Context: an optimization exercise on an open-source flow, tuned for small area, a short achievable clock period and few clock cycles per item. The choices shown serve that exercise and are no tape-out recipe.
In this exercise RTL edits were held to simulation tests only and were not proved equivalent to the original.

$ cat flow/config.mk
export PLATFORM = sky130hd
export DESIGN_NAME = process_id_sha256_uuidv8
export DESIGN_NICKNAME = process_id_sha256_uuidv8
export VERILOG_FILES = /design/flow/design.v
export SDC_FILE = /design/flow/constraint.sdc
export NUM_CORES = 4
export LEC_CHECK = 0
export CAP_MARGIN = 20
export CORE_MARGIN = 2
export CORE_UTILIZATION = 40
export SLEW_MARGIN = 20
$ cat flow/constraint.sdc
create_clock -name core_clock -period 10.0 [get_ports {clk}]
set_input_delay 2.0000 -clock core_clock [delete_from_list [all_inputs] [get_ports {clk}]]
set_output_delay 2.0000 -clock core_clock [all_outputs]
set_load 0.01 [all_outputs]
$ cat flow/design.v
`timescale 1ns / 1ps
package pidsha_pkg;
  typedef struct packed {
    logic [63:0] process_start_time;
    logic [63:0] process_number;
  } pidsha_in_t;
  typedef struct packed {
    logic [31:0] uuid_time_low;
    logic [15:0] uuid_mid;
    logic [15:0] uuid_hi_version;
    logic [63:0] uuid_tail;
  } pidsha_out_t;
  localparam int CFG_IDX_W = 2;
  localparam logic [CFG_IDX_W-1:0] CFG_GUID_HIGH   = 2'd0;
  localparam logic [CFG_IDX_W-1:0] CFG_GUID_LOW    = 2'd1;
  localparam logic [CFG_IDX_W-1:0] CFG_SYSTEM_TIME = 2'd2;
  localparam int ROUNDS  = 64;
  localparam int ROUND_W = 6;
  localparam logic [ROUND_W-1:0] LAST_ROUND = ROUND_W'(ROUNDS - 1);
  localparam logic [31:0] PAD_MARKER  = 32'h8000_0000;
  localparam logic [31:0] MSG_BIT_LEN = 32'd320;
  localparam logic [3:0] UUID_VERSION = 4'h8;
  localparam logic [1:0] UUID_VARIANT = 2'b10;
  typedef enum logic [1:0] {
    ST_IDLE,
    ST_ROUND,
    ST_DONE
  } ctrl_state_t;
  typedef struct packed {
    logic               load;       
    logic               round_en;   
    logic [ROUND_W-1:0] round;      
    logic               out_load;   
  } pidsha_cmd_t;
  localparam logic [64*32-1:0] ROUND_K = {
    32'hc67178f2, 32'hbef9a3f7, 32'ha4506ceb, 32'h90befffa,
    32'h8cc70208, 32'h84c87814, 32'h78a5636f, 32'h748f82ee,
    32'h682e6ff3, 32'h5b9cca4f, 32'h4ed8aa4a, 32'h391c0cb3,
    32'h34b0bcb5, 32'h2748774c, 32'h1e376c08, 32'h19a4c116,
    32'h106aa070, 32'hf40e3585, 32'hd6990624, 32'hd192e819,
    32'hc76c51a3, 32'hc24b8b70, 32'ha81a664b, 32'ha2bfe8a1,
    32'h92722c85, 32'h81c2c92e, 32'h766a0abb, 32'h650a7354,
    32'h53380d13, 32'h4d2c6dfc, 32'h2e1b2138, 32'h27b70a85,
    32'h14292967, 32'h06ca6351, 32'hd5a79147, 32'hc6e00bf3,
    32'hbf597fc7, 32'hb00327c8, 32'ha831c66d, 32'h983e5152,
    32'h76f988da, 32'h5cb0a9dc, 32'h4a7484aa, 32'h2de92c6f,
    32'h240ca1cc, 32'h0fc19dc6, 32'hefbe4786, 32'he49b69c1,
    32'hc19bf174, 32'h9bdc06a7, 32'h80deb1fe, 32'h72be5d74,
    32'h550c7dc3, 32'h243185be, 32'h12835b01, 32'hd807aa98,
    32'hab1c5ed5, 32'h923f82a4, 32'h59f111f1, 32'h3956c25b,
    32'he9b5dba5, 32'hb5c0fbcf, 32'h71374491, 32'h428a2f98
  };
  localparam logic [8*32-1:0] INITIAL_H = {
    32'h5be0cd19, 32'h1f83d9ab, 32'h9b05688c, 32'h510e527f,
    32'ha54ff53a, 32'h3c6ef372, 32'hbb67ae85, 32'h6a09e667
  };
  function automatic logic [31:0] round_k(input logic [ROUND_W-1:0] idx);
    round_k = ROUND_K[idx*32 +: 32];
  endfunction
  function automatic logic [31:0] initial_h(input int idx);
    initial_h = INITIAL_H[idx*32 +: 32];
  endfunction
  function automatic logic [31:0] bswap32(input logic [31:0] x);
    bswap32 = {x[7:0], x[15:8], x[23:16], x[31:24]};
  endfunction
  function automatic logic [31:0] big_sigma0(input logic [31:0] x);
    big_sigma0 = {x[1:0], x[31:2]} ^ {x[12:0], x[31:13]} ^ {x[21:0], x[31:22]};
  endfunction
  function automatic logic [31:0] big_sigma1(input logic [31:0] x);
    big_sigma1 = {x[5:0], x[31:6]} ^ {x[10:0], x[31:11]} ^ {x[24:0], x[31:25]};
  endfunction
  function automatic logic [31:0] small_sigma0(input logic [31:0] x);
    small_sigma0 = {x[6:0], x[31:7]} ^ {x[17:0], x[31:18]} ^ {3'b000, x[31:3]};
  endfunction
  function automatic logic [31:0] small_sigma1(input logic [31:0] x);
    small_sigma1 = {x[16:0], x[31:17]} ^ {x[18:0], x[31:19]} ^ {10'd0, x[31:10]};
  endfunction
endpackage
`timescale 1ns / 1ps
module pidsha_ctrl (
  input  logic                     clk,
  input  logic                     rst_n,
  input  logic                     in_valid,
  output logic                     in_ready,
  output logic                     out_valid,
  input  logic                     out_ready,
  output pidsha_pkg::pidsha_cmd_t  cmd
);
  pidsha_pkg::ctrl_state_t        state_r;
  pidsha_pkg::ctrl_state_t        state_nxt;
  logic [pidsha_pkg::ROUND_W-1:0] round_r, round_nxt;
  logic               out_valid_r, out_valid_nxt;
  always_ff @(posedge clk) begin
    if (!rst_n) begin
      state_r     <= pidsha_pkg::ST_IDLE;
      round_r     <= '0;
      out_valid_r <= 1'b0;
    end else begin
      state_r     <= state_nxt;
      round_r     <= round_nxt;
      out_valid_r <= out_valid_nxt;
    end
  end
  always_comb begin
    state_nxt    = state_r;
    round_nxt    = round_r;
    in_ready     = 1'b0;
    cmd.load     = 1'b0;
    cmd.round_en = 1'b0;
    cmd.round    = round_r;
    cmd.out_load = 1'b0;
    unique case (state_r)
      pidsha_pkg::ST_IDLE: begin
        in_ready = 1'b1;
        if (in_valid) begin
          cmd.load  = 1'b1;
          round_nxt = '0;
          state_nxt = pidsha_pkg::ST_ROUND;
        end
      end
      pidsha_pkg::ST_ROUND: begin
        cmd.round_en = 1'b1;
        if (round_r == pidsha_pkg::LAST_ROUND) begin
          round_nxt = '0;
          state_nxt = pidsha_pkg::ST_DONE;
        end else begin
          round_nxt = round_r + 1'b1;
        end
      end
      pidsha_pkg::ST_DONE: begin
        if (!out_valid_r || out_ready) begin
          cmd.out_load = 1'b1;
          state_nxt    = pidsha_pkg::ST_IDLE;
        end
      end
      default: begin
        state_nxt = pidsha_pkg::ST_IDLE;
      end
    endcase
  end
  always_comb begin
    if (cmd.out_load) begin
      out_valid_nxt = 1'b1;
    end else if (out_ready) begin
      out_valid_nxt = 1'b0;
    end else begin
      out_valid_nxt = out_valid_r;
    end
  end
  assign out_valid = out_valid_r;
endmodule
`timescale 1ns / 1ps
module pidsha_dp (
  input  logic                                clk,
  input  logic                                rst_n,
  input  logic                                cfg_valid,
  input  logic [pidsha_pkg::CFG_IDX_W-1:0]    cfg_index,
  input  logic [63:0]                         cfg_data,
  input  pidsha_pkg::pidsha_in_t              in_data,
  input  pidsha_pkg::pidsha_cmd_t             cmd,
  output pidsha_pkg::pidsha_out_t             out_data
);
  logic [63:0] guid_high_r;
  logic [63:0] guid_low_r;
  logic [63:0] sys_time_r;
  logic [31:0] vars_r  [8];
  logic [31:0] sched_r [16];
  logic [31:0] msg     [16];
  logic [31:0] new_w;
  logic [31:0] t1;
  logic [31:0] t2;
  logic [31:0] ch;
  logic [31:0] maj;
  logic [31:0] h0, h1, h2, h3;
  pidsha_pkg::pidsha_out_t out_data_r;
  always_ff @(posedge clk) begin
    if (!rst_n) begin
      guid_high_r <= '0;
      guid_low_r  <= '0;
      sys_time_r  <= '0;
    end else if (cfg_valid) begin
      unique case (cfg_index)
        pidsha_pkg::CFG_GUID_HIGH:   guid_high_r <= cfg_data;
        pidsha_pkg::CFG_GUID_LOW:    guid_low_r  <= cfg_data;
        pidsha_pkg::CFG_SYSTEM_TIME: sys_time_r  <= cfg_data;
        default: ;
      endcase
    end
  end
  always_comb begin
    msg[0]  = pidsha_pkg::bswap32(guid_high_r[63:32]);
    msg[1]  = {guid_high_r[23:16], guid_high_r[31:24], guid_high_r[7:0], guid_high_r[15:8]};
    msg[2]  = guid_low_r[63:32];
    msg[3]  = guid_low_r[31:0];
    msg[4]  = pidsha_pkg::bswap32(sys_time_r[31:0]);
    msg[5]  = pidsha_pkg::bswap32(sys_time_r[63:32]);
    msg[6]  = pidsha_pkg::bswap32(in_data.process_start_time[31:0]);
    msg[7]  = pidsha_pkg::bswap32(in_data.process_start_time[63:32]);
    msg[8]  = pidsha_pkg::bswap32(in_data.process_number[31:0]);
    msg[9]  = pidsha_pkg::bswap32(in_data.process_number[63:32]);
    msg[10] = pidsha_pkg::PAD_MARKER;
    msg[11] = '0;
    msg[12] = '0;
    msg[13] = '0;
    msg[14] = '0;
    msg[15] = pidsha_pkg::MSG_BIT_LEN;
  end
  always_comb begin
    new_w = pidsha_pkg::small_sigma1(sched_r[14]) + sched_r[9] + pidsha_pkg::small_sigma0(sched_r[1]) + sched_r[0];
    ch    = (vars_r[4] & vars_r[5]) ^ (~vars_r[4] & vars_r[6]);
    maj   = (vars_r[0] & vars_r[1]) ^ (vars_r[0] & vars_r[2]) ^ (vars_r[1] & vars_r[2]);
    t1    = vars_r[7] + pidsha_pkg::big_sigma1(vars_r[4]) + ch + pidsha_pkg::round_k(cmd.round) + sched_r[0];
    t2    = pidsha_pkg::big_sigma0(vars_r[0]) + maj;
  end
  always_ff @(posedge clk) begin
    if (cmd.load) begin
      for (int i = 0; i < 16; i++) begin
        sched_r[i] <= msg[i];
      end
    end else if (cmd.round_en) begin
      for (int i = 0; i < 15; i++) begin
        sched_r[i] <= sched_r[i+1];
      end
      sched_r[15] <= new_w;
    end
  end
  always_ff @(posedge clk) begin
    if (!rst_n) begin
      for (int i = 0; i < 8; i++) begin
        vars_r[i] <= '0;
      end
    end else if (cmd.load) begin
      for (int i = 0; i < 8; i++) begin
        vars_r[i] <= pidsha_pkg::initial_h(i);
      end
    end else if (cmd.round_en) begin
      vars_r[7] <= vars_r[6];
      vars_r[6] <= vars_r[5];
      vars_r[5] <= vars_r[4];
      vars_r[4] <= vars_r[3] + t1;
      vars_r[3] <= vars_r[2];
      vars_r[2] <= vars_r[1];
      vars_r[1] <= vars_r[0];
      vars_r[0] <= t1 + t2;
    end
  end
  always_comb begin
    h0 = pidsha_pkg::initial_h(0) + vars_r[0];
    h1 = pidsha_pkg::initial_h(1) + vars_r[1];
    h2 = pidsha_pkg::initial_h(2) + vars_r[2];
    h3 = pidsha_pkg::initial_h(3) + vars_r[3];
  end
  always_ff @(posedge clk) begin
    if (cmd.out_load) begin
      out_data_r.uuid_time_low   <= pidsha_pkg::bswap32(h0);
      out_data_r.uuid_mid        <= {h1[23:16], h1[31:24]};
      out_data_r.uuid_hi_version <= {pidsha_pkg::UUID_VERSION, h1[3:0], h1[15:8]};
      out_data_r.uuid_tail       <= {pidsha_pkg::UUID_VARIANT, h2[29:0], h3};
    end
  end
  assign out_data = out_data_r;
endmodule
`timescale 1ns / 1ps
module process_id_sha256_uuidv8 (
  input  logic                               clk,
  input  logic                               rst_n,
  input  logic                               in_valid,
  output logic                               in_ready,
  input  pidsha_pkg::pidsha_in_t             in_data,
  output logic                               out_valid,
  input  logic                               out_ready,
  output pidsha_pkg::pidsha_out_t            out_data,
  input  logic                               cfg_valid,
  output logic                               cfg_ready,
  input  logic [pidsha_pkg::CFG_IDX_W-1:0]   cfg_index,
  input  logic [63:0]                        cfg_data
);
  pidsha_pkg::pidsha_cmd_t cmd;
  assign cfg_ready = 1'b1;
  pidsha_ctrl u_ctrl (
    .clk       (clk),
    .rst_n     (rst_n),
    .in_valid  (in_valid),
    .in_ready  (in_ready),
    .out_valid (out_valid),
    .out_ready (out_ready),
    .cmd       (cmd)
  );
  pidsha_dp u_dp (
    .clk       (clk),
    .rst_n     (rst_n),
    .cfg_valid (cfg_valid),
    .cfg_index (cfg_index),
    .cfg_data  (cfg_data),
    .in_data   (in_data),
    .cmd       (cmd),
    .out_data  (out_data)
  );
endmodule
$ cat flow/run.sh
#!/bin/bash
# synth_recipe.tcl (not shown) runs the flow's synth.tcl, then flattens the netlist and writes it again
# the make line also repeats each setting of config.mk as NAME=value (left out here)
make -C /OpenROAD-flow-scripts/flow DESIGN_CONFIG=/design/flow/config.mk WORK_HOME=/design/flow/orfs CLKGATE_MAP_FILE= SYNTH_SCRIPT=/design/flow/synth_recipe.tcl finish
==> results.sh <==
export IMPL_status="finished clean"
export IMPL_core_area_mm2=0.144
export IMPL_synth_edff_count=442
export IMPL_finClkSkew_ns=0.0728
export IMPL_r2r_cells=34
export IMPL_drc_errors=0
export IMPL_fin_setup_tns_ns=0
export IMPL_seq_area_frac_synth_pct=45.3
export IMPL_die_area_mm2=0.148
export IMPL_cts_tree="done"
export IMPL_multi_input_area_mm2=0.0292
export IMPL_synth_distinct_cells=107
export IMPL_slowest_stage="o41ai_1"
export IMPL_nets=7266
export IMPL_clk_pin_slew_worst_paths_ns=0.07
export IMPL_drive_above_1_share_pct=5.61
export IMPL_grt_max_degree=229
export IMPL_drv_cap=0
export IMPL_drt_vias_per_instance=5.40
export IMPL_die_height_um=385
export IMPL_wl_per_cell_um=22.8
export IMPL_period_needed_ns=9.29
export IMPL_finalCritPeriodShare_pct=92.9
export IMPL_synth_seq_cells=1091
export IMPL_layout_cells_non_filler=8732
export IMPL_cts_hold_buffers=0
export IMPL_synth_ff_type="dfxtp_1"
export IMPL_clk_latency_ns=0.77
export IMPL_area_growth_pct=15.1
export IMPL_regArea_mm2=0.0263
export IMPL_cp_end_kind="register"
export IMPL_gr_total_overflow=0
export IMPL_place_port_buffers=322
export IMPL_place_hpwl_um=142000
export IMPL_min_to="u_dp.sched_r[14][8]$_SDFFE_PP0P_"
export IMPL_reg2reg_slack_ns=0.71
export IMPL_syn_area_mm2=0.0580
export IMPL_postCtsResizedCells=0
export IMPL_routed_wl_um=199000
export IMPL_synth_common_cells="nand2_1, dfxtp_1, a21oi_1, o21ai_0, edfxtp_1"
export IMPL_timing_final_max_slew_violations=0
export IMPL_clock_path_buffers=3
export IMPL_grt_pass1_vias=44900
export IMPL_final_hold_violation_count=0
export IMPL_numCtsBuffers=116
export IMPL_first_pass_iters=8
export IMPL_crit_top_cell="a21o_1"
export IMPL_crit_arrival_ns=9.90
export IMPL_hold_start="u_dp.sched_r[15][8]$_SDFFE_PP1P_"
export IMPL_slew_headroom_pct=20.4
export IMPL_root_buffer="clkbuf_16"
export IMPL_fmax_ghz=0.108
export IMPL_cp_max_fo=11
export IMPL_max_slew_worst_pin_slew_ns=1.18
export IMPL_place_gp_congestion=0.930
export IMPL_pin_count=330
export IMPL_track_usage_pct=26.4
export IMPL_postCtsSetupBuffers=0
export IMPL_yosysMostFrequentCell="nand2_1"
export IMPL_grt_pass1_wl_um=293000
export IMPL_dpl_cell_area_mm2=0.0628
export IMPL_die_w_um=385
export IMPL_yosys_warnings=5
export IMPL_critPathRequiredTime_ns=10.61
export IMPL_setup_violations=0
export IMPL_num_vias=47200
export IMPL_clock_sinks=1091
export IMPL_antenna_found_initial=4
export IMPL_ys_top_cells_by_area="edfxtp_1, dfxtp_1, nand2_1"
export IMPL_initial_utilization_pct=40.3
export IMPL_final_core_util_pct=46.4
export IMPL_dp_cells=8513
export IMPL_drtIter0Drc=4817
export IMPL_avgSynthCellArea_um2=8.72
export IMPL_hold_class="register to register"
export IMPL_std_cell_rows=139
export IMPL_worstSetupPathType="register to register"
export IMPL_slowest_delay_ns=0.95
export IMPL_drtAntennaViolNets=0
export IMPL_htreeDepth=3
export IMPL_rsz0062_at_grt="no"
export IMPL_hold_path_depth=2
export IMPL_final_area_mm2=0.0667
export IMPL_fillers=13900
export IMPL_worstReg2RegStart="u_ctrl.round_r[1]$_SDFFE_PN0P_"
export IMPL_n_antenna_cell=0
export IMPL_synth_top_area_share_pct=22.9
export IMPL_synth_cells=6647
export IMPL_synth_top_area_cell="edfxtp_1"
export IMPL_critPathLaunchType="register"
export IMPL_r2r_end="u_dp.vars_r[0][30]$_SDFFE_PN0P_"
export IMPL_synth_async_reset_ratio_pct=0
## sequential cells by signal, indices dropped and copies added (netlist names)
name and cells:
u_ctrl.out_valid_r 1, u_ctrl.state_r 2, u_dp.vars_r 256, u_dp.sched_r 512, u_dp.sys_time_r 64, u_dp.out_data_r 122
u_ctrl.round_r 6, u_dp.guid_high_r 64, u_dp.guid_low_r 64
## worst max-delay path by stage
stage | start | end | slack, ns | cells after the start
6_report | u_ctrl.round_r[1]$_SDFFE_PN0P_ | u_dp.vars_r[0][30]$_SDFFE_PN0P_ | 0.71 | 34
2_1_floorplan | u_ctrl.round_r[2]$_SDFFE_PN0P_ | u_dp.vars_r[0][31]$_SDFFE_PP0P_ | 1.33 | 36
3_5_place_dp | u_ctrl.round_r[1]$_SDFFE_PN0P_ | u_dp.vars_r[0][30]$_SDFFE_PN0P_ | 0.72 | 34
4_1_cts | u_ctrl.round_r[1]$_SDFFE_PN0P_ | u_dp.vars_r[0][30]$_SDFFE_PN0P_ | 0.74 | 34
3_3_place_gp | u_ctrl.round_r[1]$_SDFFE_PN0P_ | u_dp.vars_r[0][28]$_SDFFE_PP0P_ | 0.78 | 34
5_1_grt | u_ctrl.round_r[1]$_SDFFE_PN0P_ | u_dp.vars_r[0][31]$_SDFFE_PP0P_ | 0.14 | 34
## final cells by class
| class | count | area share (%) |
|---|---|---|
| Clock buffer | 160 | 4.94 |
| Timing Repair Buffer | 432 | 6.20 |
| Sequential cell | 1091 | 39.4 |
| Inverter | 208 | 1.19 |
| Clock inverter | 59 | 0.947 |
| Tap cell | 1903 | 3.57 |
| Multi-Input combinational cell | 4879 | 43.8 |
## critical path: cells and delay by family (launching register included)
| kind | cells | cell delay (ns) |
|---|---|---|
| compound gates | 16 | 3.61 |
| fa+ha+maj | 7 | 3.11 |
| simple gates | 5 | 1.25 |
| flops | 1 | 0.62 |
| buf+inv | 4 | 0.29 |
| mux | 1 | 0.18 |
| xor+xnor | 1 | 0.12 |
## metrics by stage
stage,hold WS (ns),setup slack [ns]
after floorplan,0.425,1.33
after CTS,0.420,0.744
after global placement,0.432,0.784
final,0.420,0.712
after detailed placement,0.440,0.719
after global routing,0.452,0.143
## routing by layer
metal | wire length, um | vias up | track usage (%)
met2 | 92900 | 1669 | 42.9
met4 | 6940 | 8 | 9.25
met3 | 12600 | 305 | 3.40
met1 | 86500 | 22900 | 36.1
li1 | - | 22400 | -
met5 | 42 | - | 0
## placed cells by master (no fill, tap or decap), types with 20 or more instances in the layout
| cell | n |
|---|---|
| clkbuf_16 | 120 |
| nand2b_1 | 26 |
| nor3_1 | 59 |
| a21o_1 | 76 |
| buf_4 | 103 |
| o21a_1 | 28 |
| inv_1 | 203 |
| clkbuf_1 | 26 |
| clkdlybuf4s50_1 | 321 |
| nand3_1 | 56 |
| xor2_1 | 128 |
| a21oi_1 | 602 |
| dfxtp_1 | 646 |
| a211oi_1 | 40 |
| fa_1 | 187 |
| o21ai_0 | 447 |
| mux2i_1 | 32 |
| o211ai_1 | 20 |
| and3_1 | 20 |
| nand2_1 | 2058 |
| o31ai_1 | 24 |
| nor2_1 | 243 |
| ha_1 | 152 |
| edfxtp_1 | 442 |
| xnor2_1 | 329 |
| a31oi_1 | 48 |
| clkinv_2 | 20 |
## cell families (layout without fill, tap and decap cells)
family	after synthesis	count (layout)	share of synthesized area [%]
buf+inv	682	859	4.49
other cells	2	7	0.0130
xor+xnor	458	458	6.94
compound gates	1436	1436	14.5
mux	49	49	1.04
fa+ha+maj	352	352	9.96
simple gates	2577	2577	17.8
flops	1091	1091	45.3
Testbench counts, summed over its fixed seeds: cycles 25,352, items 384.

==> what the ideal ports hide <==
No port has a modelled driver above. Below, the same layout with a new extraction and two added sets of constraints. Step 1 (the two cells are an assumption about what drives the block):
set clk [get_ports {clk}]
set_driving_cell -lib_cell sky130_fd_sc_hd__clkbuf_16 $clk
set_driving_cell -lib_cell sky130_fd_sc_hd__buf_2 [delete_from_list [all_inputs] $clk]
Step 2 moves the port delays by t, midway between the first and last clock arrival at a register: inputs arrive t later, outputs are due t later. That takes back most of the time a late clock gives input paths. Slacks: ideal / step 1 / step 2; pairs: ideal / step 1.
shift t [ns]: 0.815
setup slack, ns: 0.712 / 0.712 / 0.712
slew at the worst register clock pin (ns): 0.07 / 0.07
pins driven straight from the clock port: 1
After both steps setup and hold are still met in this run. The setup slack of this run moves by 0.000 ns with the drivers and by 0.000 ns with both steps.
